Context: an optimization exercise on an open-source flow, tuned for a short achievable clock period and few clock cycles. The choices shown serve that exercise and are no tape-out recipe.

==> quartz: inputs <==
// pwl_sqrt_top
module pwl_sqrt_top (
  input  logic                            clk,
  input  logic                            rst_n,
  input  logic                            in_valid,
  input  logic [pwl_pkg::A_W-1:0]         in_a,
  input  logic signed [pwl_pkg::B_W-1:0]  in_b,
  input  logic [pwl_pkg::LEN_W-1:0]       in_len,
  output logic                            in_credit,
  output logic                            out_valid,
  output logic [pwl_pkg::T_W-1:0]         out_t,
  output logic [pwl_pkg::LEN_W-1:0]       out_len,
  output logic [pwl_pkg::Y_W-1:0]         out_y0,
  output logic [pwl_pkg::Y_W-1:0]         out_y1,
  input  logic                            out_credit
);
  logic rst_q;
  always_ff @(posedge clk) rst_q <= rst_n;
  logic                           rx_valid;
  logic [pwl_pkg::A_W-1:0]        rx_a;
  logic signed [pwl_pkg::B_W-1:0] rx_b;
  logic [pwl_pkg::LEN_W-1:0]      rx_lm1;
  logic signed [pwl_pkg::R_W-1:0] rx_uf;
  logic                           rx_pop;
  logic                       pc_valid;
  logic [pwl_pkg::P_W-1:0]    pc_len;
  logic [pwl_pkg::Y_W-1:0]    pc_y0;
  logic [pwl_pkg::Y_W-1:0]    pc_y1;
  logic                       pc_adv;
  pwl_seg_rx i_rx (
    .clk(clk), .rst_n(rst_n), .rst_q(rst_q),
    .in_valid(in_valid), .in_a(in_a), .in_b(in_b), .in_len(in_len), .in_credit(in_credit),
    .rx_valid(rx_valid), .rx_a(rx_a), .rx_b(rx_b), .rx_lm1(rx_lm1), .rx_uf(rx_uf),
    .rx_pop(rx_pop)
  );
  pwl_sqrt_seg i_seg (
    .clk(clk), .rst_q(rst_q),
    .rx_valid(rx_valid), .rx_a(rx_a), .rx_b(rx_b), .rx_lm1(rx_lm1), .rx_uf(rx_uf),
    .rx_pop(rx_pop),
    .pc_valid(pc_valid), .pc_len(pc_len),
    .pc_y0(pc_y0), .pc_y1(pc_y1), .pc_adv(pc_adv)
  );
  pwl_seg_tx i_tx (
    .clk(clk), .rst_n(rst_n), .rst_q(rst_q),
    .pc_valid(pc_valid), .pc_len(pc_len),
    .pc_y0(pc_y0), .pc_y1(pc_y1), .pc_adv(pc_adv),
  ...
==> flow/config.mk <==
export PLATFORM = sky130hd
export DESIGN_NAME = pwl_sqrt_top
export DESIGN_NICKNAME = pwl_sqrt_top
export VERILOG_FILES = /design/flow/design.v
export SDC_FILE = /design/flow/constraint.sdc
export NUM_CORES = 4
export LEC_CHECK = 0
export ABC_CLOCK_PERIOD_IN_PS = 4000
export CAP_MARGIN = 20
export CORE_MARGIN = 2
export CORE_UTILIZATION = 55
export CTS_CLUSTER_DIAMETER = 120
export CTS_CLUSTER_SIZE = 20
export PLACE_DENSITY = 0.68
export SLEW_MARGIN = 20
==> flow/constraint.sdc <==
create_clock -name core_clock -period 15.0 [get_ports {clk}]
set_input_delay 3.0000 -clock core_clock [delete_from_list [all_inputs] [get_ports {clk}]]
set_output_delay 3.0000 -clock core_clock [all_outputs]
set_load 0.01 [all_outputs]
standard.sh (not shown) runs the stock make flow with config.mk's settings and CLKGATE_MAP_FILE= SYNTH_SCRIPT=/design/flow/synth_recipe.tcl, a recipe that flattens the netlist after the stock synthesis.
==> flow/flow/run.sh <==
#!/bin/bash
# The standard layout (standard.sh: the standard flow's synthesis and ORFS from floorplan
# to finish) with the same clock and constraints, but with synthesis mapped for
# a short cycle and timing repair asked to leave more setup slack than the
# 15 ns clock needs, so the layout reaches a shorter period.
set -euo pipefail
bash standard.sh SETUP_SLACK_MARGIN=11 finish > standard.log 2>&1
==> pepper: changes against quartz <==
--- a/flow/design.v
+++ b/flow/design.v
@@ -12,17 +12,17 @@
   localparam int Q_PTR_W    = $clog2(Q_DEPTH);
   localparam int Q_CNT_W    = $clog2(Q_DEPTH + 1);
   localparam int TX_CREDITS = 2;                     
   localparam int TXC_W      = $clog2(TX_CREDITS + 1);
   localparam int TOL_SHIFT = 2;   
   localparam int K_MAX     = 10;  
   localparam int ISQRT_D0  = 4;
   localparam int ISQRT_N2  = 2;
-  localparam int ISQRT_LAT = ISQRT_N2 + (Y_W - ISQRT_D0 - 2 * ISQRT_N2);  
+  localparam int ISQRT_LAT = 1 + ISQRT_N2 + (Y_W - ISQRT_D0 - 2 * ISQRT_N2);
 endpackage
 `timescale 1ns/100ps
 module pwl_seg_rx (
   input  logic                            clk,
   input  logic                            rst_n,
   input  logic                            rst_q,      
   input  logic                            in_valid,   
   input  logic [pwl_pkg::A_W-1:0]         in_a,
@@ -91,54 +91,44 @@
     else        s2_v <= s1_v;
     s2_a    <= s1_a;
     s2_b    <= s1_b;
     s2_lm1  <= s1_lm1;
     s2_g[0] <= s1_p[0] + (s1_p[1] <<< 2) + (s1_p[2] <<< 4);
     s2_g[1] <= s1_p[3] + (s1_p[4] <<< 2) + (s1_p[5] <<< 4);
     s2_g[2] <= s1_p[6] + (s1_p[7] <<< 2);
   end
-  localparam int H_W = B_W + 12;
+  logic signed [R_W-1:0] s3_uf;
+  logic signed [R_W-1:0] g0;
+  logic signed [R_W-1:0] g1;
+  logic signed [R_W-1:0] g2;
   logic                  s3_v;
   logic [A_W-1:0]        s3_a;
   logic [B_W-1:0]        s3_b;
   logic [L_W-1:0]        s3_lm1;
-  logic signed [R_W-1:0] s3_lo;
-  logic signed [H_W-1:0] s3_hi;
-  logic signed [R_W-1:0] g0;
-  logic signed [H_W-1:0] g1;
-  logic signed [H_W-1:0] g2;
-  assign g0 = s2_g[0];
-  assign g1 = s2_g[1];
-  assign g2 = s2_g[2];
-  always_ff @(posedge clk) begin
-    if (!rst_q) s3_v <= 1'b0;
-    else        s3_v <= s2_v;
-    s3_a   <= s2_a;
-    s3_b   <= s2_b;
-    s3_lm1 <= s2_lm1;
-    s3_lo  <= $signed({{(R_W-A_W){1'b0}}, s2_a}) + g0;
-    s3_hi  <= g1 + (g2 <<< 6);
-  end
-  logic signed [R_W-1:0] hi;
-  logic signed [R_W-1:0] wr_uf;
-  assign hi    = s3_hi;
-  assign wr_uf = s3_lo + (hi <<< 6);
+  assign g0    = s2_g[0];
+  assign g1    = s2_g[1];
+  assign g2    = s2_g[2];
+  assign s3_uf = $signed({{(R_W-A_W){1'b0}}, s2_a}) + g0 + (g1 <<< 6) + (g2 <<< 12);
+  assign s3_v   = s2_v;
+  assign s3_a   = s2_a;
+  assign s3_b   = s2_b;
+  assign s3_lm1 = s2_lm1;
   logic [A_W-1:0]        mem_a   [QD];
   logic [B_W-1:0]        mem_b   [QD];
   logic [L_W-1:0]        mem_lm1 [QD];
   logic [R_W-1:0]        mem_uf  [QD];
   logic [QP_W-1:0]       wr_ptr;
   logic [QP_W-1:0]       rd_ptr;
   always_ff @(posedge clk) begin
     if (s3_v) begin
       mem_a[wr_ptr]   <= s3_a;
       mem_b[wr_ptr]   <= s3_b;
       mem_lm1[wr_ptr] <= s3_lm1;
-      mem_uf[wr_ptr]  <= wr_uf;
+      mem_uf[wr_ptr]  <= s3_uf;
     end
   end
   assign rx_a   = mem_a[rd_ptr];
   assign rx_b   = mem_b[rd_ptr];
   assign rx_lm1 = mem_lm1[rd_ptr];
   assign rx_uf  = mem_uf[rd_ptr];
   logic [QC_W-1:0] qcnt;    
   logic [QC_W-1:0] qcnt_in;  
@@ -186,27 +176,27 @@
   input  logic                     clk,
   input  logic                     sq_en,    
   input  logic [pwl_pkg::U_W-1:0]  sq_arg,
   output logic [pwl_pkg::Y_W-1:0]  sq_root
 );
   localparam int U_W = pwl_pkg::U_W;
   localparam int Y_W = pwl_pkg::Y_W;
   localparam int RW  = Y_W + 4;                  
-  localparam int NS  = pwl_pkg::ISQRT_LAT + 1;   
+  localparam int NS  = pwl_pkg::ISQRT_LAT;       
   localparam int D0  = pwl_pkg::ISQRT_D0;
   localparam int N2  = pwl_pkg::ISQRT_N2;
   function automatic int first_digit(input int s);
     if (s == 0)       first_digit = 0;
     else if (s <= N2) first_digit = D0 + 2 * (s - 1);
     else              first_digit = D0 + 2 * N2 + (s - 1 - N2);
   endfunction
-  logic [U_W-1:0] arg  [NS];  
-  logic [RW-1:0]  rem  [NS];  
-  logic [Y_W-1:0] root [NS];  
+  logic [U_W-1:0] arg  [NS+1];  
+  logic [RW-1:0]  rem  [NS+1];  
+  logic [Y_W-1:0] root [NS+1];  
   assign arg[0]  = sq_arg;
   assign rem[0]  = '0;
   assign root[0] = '0;
   for (genvar s = 0; s < NS; s++) begin : g_stage
     localparam int FD = first_digit(s);
     localparam int ND = first_digit(s + 1) - FD;
     logic [RW-1:0]  r  [ND+1];
     logic [Y_W-1:0] q  [ND+1];
@@ -219,26 +209,23 @@
       logic [RW-1:0] diff;
       logic          borrow;  
       assign rem_sh = {r[d][RW-3:0], arg[s][U_W-1-2*d -: 2]};
       assign trial  = {2'b00, q[d], 2'b01};
       assign {borrow, diff} = {1'b0, rem_sh} - {1'b0, trial};
       assign r[d+1] = (borrow ? rem_sh : diff) & MASK;
       assign q[d+1] = {q[d][Y_W-2:0], !borrow};
     end
-    if (s < NS - 1) begin : g_reg
-      always_ff @(posedge clk) if (sq_en) begin
-        arg[s+1]  <= arg[s] << (2 * ND);
-        rem[s+1]  <= r[ND];
-        root[s+1] <= q[ND];
-      end
-    end else begin : g_out
-      assign sq_root = q[ND];   
+    always_ff @(posedge clk) if (sq_en) begin
+      arg[s+1]  <= arg[s] << (2 * ND);
+      rem[s+1]  <= r[ND];
+      root[s+1] <= q[ND];
     end
   end
+  assign sq_root = root[NS];
 endmodule
 `timescale 1ns/100ps
 module pwl_sqrt_seg (
   input  logic                            clk,
   input  logic                            rst_q,     
   input  logic                            rx_valid,
   input  logic [pwl_pkg::A_W-1:0]         rx_a,
   input  logic signed [pwl_pkg::B_W-1:0]  rx_b,
- CORE_UTILIZATION: 55 -> 65
- CTS_CLUSTER_DIAMETER: 120 -> 150
- CTS_CLUSTER_SIZE: 20 -> 25
- PLACE_DENSITY: 0.68 -> 0.76
==> harbor: changes against quartz <==
--- a/flow/design.v
+++ b/flow/design.v
@@ -75,91 +75,100 @@
       case (s0_len[2*i +: 2])
         2'd0:    s1_p[i] <= '0;
         2'd1:    s1_p[i] <= b1;
         2'd2:    s1_p[i] <= b2;
         default: s1_p[i] <= b3;
       endcase
     end
   end
-  localparam int G_W = B_W + 6;
+  localparam int Q_W = B_W + 5;
   logic                  s2_v;
   logic [A_W-1:0]        s2_a;
   logic [B_W-1:0]        s2_b;
   logic [L_W-1:0]        s2_lm1;
-  logic signed [G_W-1:0] s2_g [3];
+  logic signed [Q_W-1:0] s2_q [4];
   always_ff @(posedge clk) begin
     if (!rst_q) s2_v <= 1'b0;
     else        s2_v <= s1_v;
-    s2_a    <= s1_a;
-    s2_b    <= s1_b;
-    s2_lm1  <= s1_lm1;
-    s2_g[0] <= s1_p[0] + (s1_p[1] <<< 2) + (s1_p[2] <<< 4);
-    s2_g[1] <= s1_p[3] + (s1_p[4] <<< 2) + (s1_p[5] <<< 4);
-    s2_g[2] <= s1_p[6] + (s1_p[7] <<< 2);
+    s2_a   <= s1_a;
+    s2_b   <= s1_b;
+    s2_lm1 <= s1_lm1;
+    for (int i = 0; i < 4; i++)
+      s2_q[i] <= s1_p[2*i] + (s1_p[2*i+1] <<< 2);
   end
-  localparam int H_W = B_W + 12;
+  localparam int H_W = B_W + 9;
   logic                  s3_v;
   logic [A_W-1:0]        s3_a;
   logic [B_W-1:0]        s3_b;
   logic [L_W-1:0]        s3_lm1;
-  logic signed [R_W-1:0] s3_lo;
-  logic signed [H_W-1:0] s3_hi;
-  logic signed [R_W-1:0] g0;
-  logic signed [H_W-1:0] g1;
-  logic signed [H_W-1:0] g2;
-  assign g0 = s2_g[0];
-  assign g1 = s2_g[1];
-  assign g2 = s2_g[2];
+  logic signed [H_W-1:0] s3_r [2];
   always_ff @(posedge clk) begin
     if (!rst_q) s3_v <= 1'b0;
     else        s3_v <= s2_v;
     s3_a   <= s2_a;
     s3_b   <= s2_b;
     s3_lm1 <= s2_lm1;
-    s3_lo  <= $signed({{(R_W-A_W){1'b0}}, s2_a}) + g0;
-    s3_hi  <= g1 + (g2 <<< 6);
+    for (int i = 0; i < 2; i++)
+      s3_r[i] <= s2_q[2*i] + (s2_q[2*i+1] <<< 4);
+  end
+  logic                  s4_v;
+  logic [A_W-1:0]        s4_a;
+  logic [B_W-1:0]        s4_b;
+  logic [L_W-1:0]        s4_lm1;
+  logic signed [R_W-1:0] s4_lo;
+  logic signed [H_W-1:0] s4_hi;
+  logic signed [R_W-1:0] r0;
+  assign r0 = s3_r[0];
+  always_ff @(posedge clk) begin
+    if (!rst_q) s4_v <= 1'b0;
+    else        s4_v <= s3_v;
+    s4_a   <= s3_a;
+    s4_b   <= s3_b;
+    s4_lm1 <= s3_lm1;
+    s4_lo  <= $signed({{(R_W-A_W){1'b0}}, s3_a}) + r0;
+    s4_hi  <= s3_r[1];
   end
   logic signed [R_W-1:0] hi;
   logic signed [R_W-1:0] wr_uf;
-  assign hi    = s3_hi;
-  assign wr_uf = s3_lo + (hi <<< 6);
+  assign hi    = s4_hi;
+  assign wr_uf = s4_lo + (hi <<< 8);
   logic [A_W-1:0]        mem_a   [QD];
   logic [B_W-1:0]        mem_b   [QD];
   logic [L_W-1:0]        mem_lm1 [QD];
   logic [R_W-1:0]        mem_uf  [QD];
   logic [QP_W-1:0]       wr_ptr;
   logic [QP_W-1:0]       rd_ptr;
   always_ff @(posedge clk) begin
-    if (s3_v) begin
-      mem_a[wr_ptr]   <= s3_a;
-      mem_b[wr_ptr]   <= s3_b;
-      mem_lm1[wr_ptr] <= s3_lm1;
+    if (s4_v) begin
+      mem_a[wr_ptr]   <= s4_a;
+      mem_b[wr_ptr]   <= s4_b;
+      mem_lm1[wr_ptr] <= s4_lm1;
       mem_uf[wr_ptr]  <= wr_uf;
     end
   end
   assign rx_a   = mem_a[rd_ptr];
   assign rx_b   = mem_b[rd_ptr];
   assign rx_lm1 = mem_lm1[rd_ptr];
   assign rx_uf  = mem_uf[rd_ptr];
   logic [QC_W-1:0] qcnt;    
   logic [QC_W-1:0] qcnt_in;  
   logic            ne_keep;  
   logic            ne_pop;   
-  assign qcnt_in = qcnt + s3_v;
-  assign ne_keep = (qcnt != '0) || s3_v;
+  assign qcnt_in = qcnt + s4_v;
+  assign ne_keep = (qcnt != '0) || s4_v;
   assign ne_pop  = (qcnt_in > 1);
   always_ff @(posedge clk) begin
     if (!rst_q) begin
       wr_ptr   <= '0;
       rd_ptr   <= '0;
       qcnt     <= '0;
       rx_valid <= 1'b0;
     end else begin
-      if (s3_v)   wr_ptr <= wr_ptr + 1'b1;
+      if (s4_v)   wr_ptr <= wr_ptr + 1'b1;
       if (rx_pop) rd_ptr <= rd_ptr + 1'b1;
       qcnt     <= rx_pop ? qcnt_in - 1'b1 : qcnt_in;
       rx_valid <= rx_pop ? ne_pop : ne_keep;   
     end
   end
   logic [2:0]      owed;
   logic [QC_W-1:0] held;
   logic            pop_q;
@@ -306,23 +315,27 @@
     if (!rst_q)          gv <= 1'b0;
     else if (take)       gv <= 1'b1;
     else if (go && last) gv <= 1'b0;
   end
   always_ff @(posedge clk) begin
     if (take) begin
       acc <= $signed({{(R_W-A_W){1'b0}}, rx_a});
       lm1 <= rx_lm1;
-      b   <= rx_b;
       uf  <= rx_uf;
     end else if (go) begin
       acc <= sumk;
       lm1 <= lsubk;
     end
   end
+  logic signed [B_W-1:0] b_cp;
+  always_ff @(posedge clk) begin
+    b    <= take ? rx_b : b_cp;
+    b_cp <= take ? rx_b : b;
+  end
   logic                  p1_v;
   logic signed [R_W-1:0] p1_u0;
   logic signed [R_W-1:0] p1_sum;
   logic signed [R_W-1:0] p1_uf;
   logic                  p1_last;
   logic [KN-1:0]         p1_h;
   logic [P_W-1:0]        p1_lm1;
   always_ff @(posedge clk) begin
- CTS_CLUSTER_DIAMETER: 120 -> 100
- CTS_CLUSTER_SIZE: 20 -> 30
==> qor summary <==
Vias in the first global route: quartz 75,680; harbor 75,720; pepper 75,890
Register fraction of the total cell area: quartz 0.5100; harbor 0.5250; pepper 0.5097
Non-clock inverter count in the final layout: quartz 536; harbor 543; pepper 534
Dpl cells: quartz 12,360; harbor 12,580; pepper 11,620
Result of the run: quartz no timing/DRC/antenna violations; harbor no timing/DRC/antenna violations; pepper no timing/DRC/antenna violations
Total global-route track usage: quartz 0.2915; harbor 0.2753; pepper 0.3419
Average routed wire per standard cell: quartz 24.42 um; harbor 23.39 um; pepper 25.29 um
Reg2reg start: quartz i_rx.s1_p[1][0]; harbor i_seg.acc[10]; pepper i_rx.s2_a[5]
Antenna violations before repair: quartz 10; harbor 11; pepper 10
Launch point of the worst hold path: quartz i_rx.s1_b[1]; harbor i_rx.s3_r[1][3]; pepper i_rx.s1_a[6]
WHS Endpoint: quartz i_rx.s2_b[1]; harbor i_rx.s4_hi[3]; pepper i_rx.s2_a[6]
Clock latency at the later pin of the worst-skew pair: quartz 850 ps; harbor 840 ps; pepper 860 ps
No run of this note included a check of the RTL's function; only the layout flow was run.

-- port drivers added, routing unchanged --
In the flow no input, the clock included, has a driving cell. The finished layouts below were timed again as built, in two steps.
Step 1 (the two cells are an assumption about what drives the block):
set clk [get_ports {clk}]
set_driving_cell -lib_cell sky130_fd_sc_hd__clkbuf_16 $clk
set_driving_cell -lib_cell sky130_fd_sc_hd__buf_2 [delete_from_list [all_inputs] $clk]
Step 2 times the ports against the registers' clock, not the clock port: input delays grow and output delays shrink by t, the midpoint of the rising clock arrivals with the driver on.
Three values: ideal, step 1, step 2; two values: the first two.
run	t, ns	setup slack, ns	worst setup path at the end	clock arrival spread, ns	worst register clock-pin slew, ns
quartz	0.920	10.670 / 10.590 / 10.670	register to register	0.050 / 0.049	0.10 / 0.10
pepper	0.921	9.673 / 9.673 / 9.673	register to register	0.062 / 0.062	0.12 / 0.12
harbor	0.905	10.672 / 10.585 / 10.727	register to register	0.054 / 0.054	0.12 / 0.12
After both steps setup and hold are still met in every run listed.
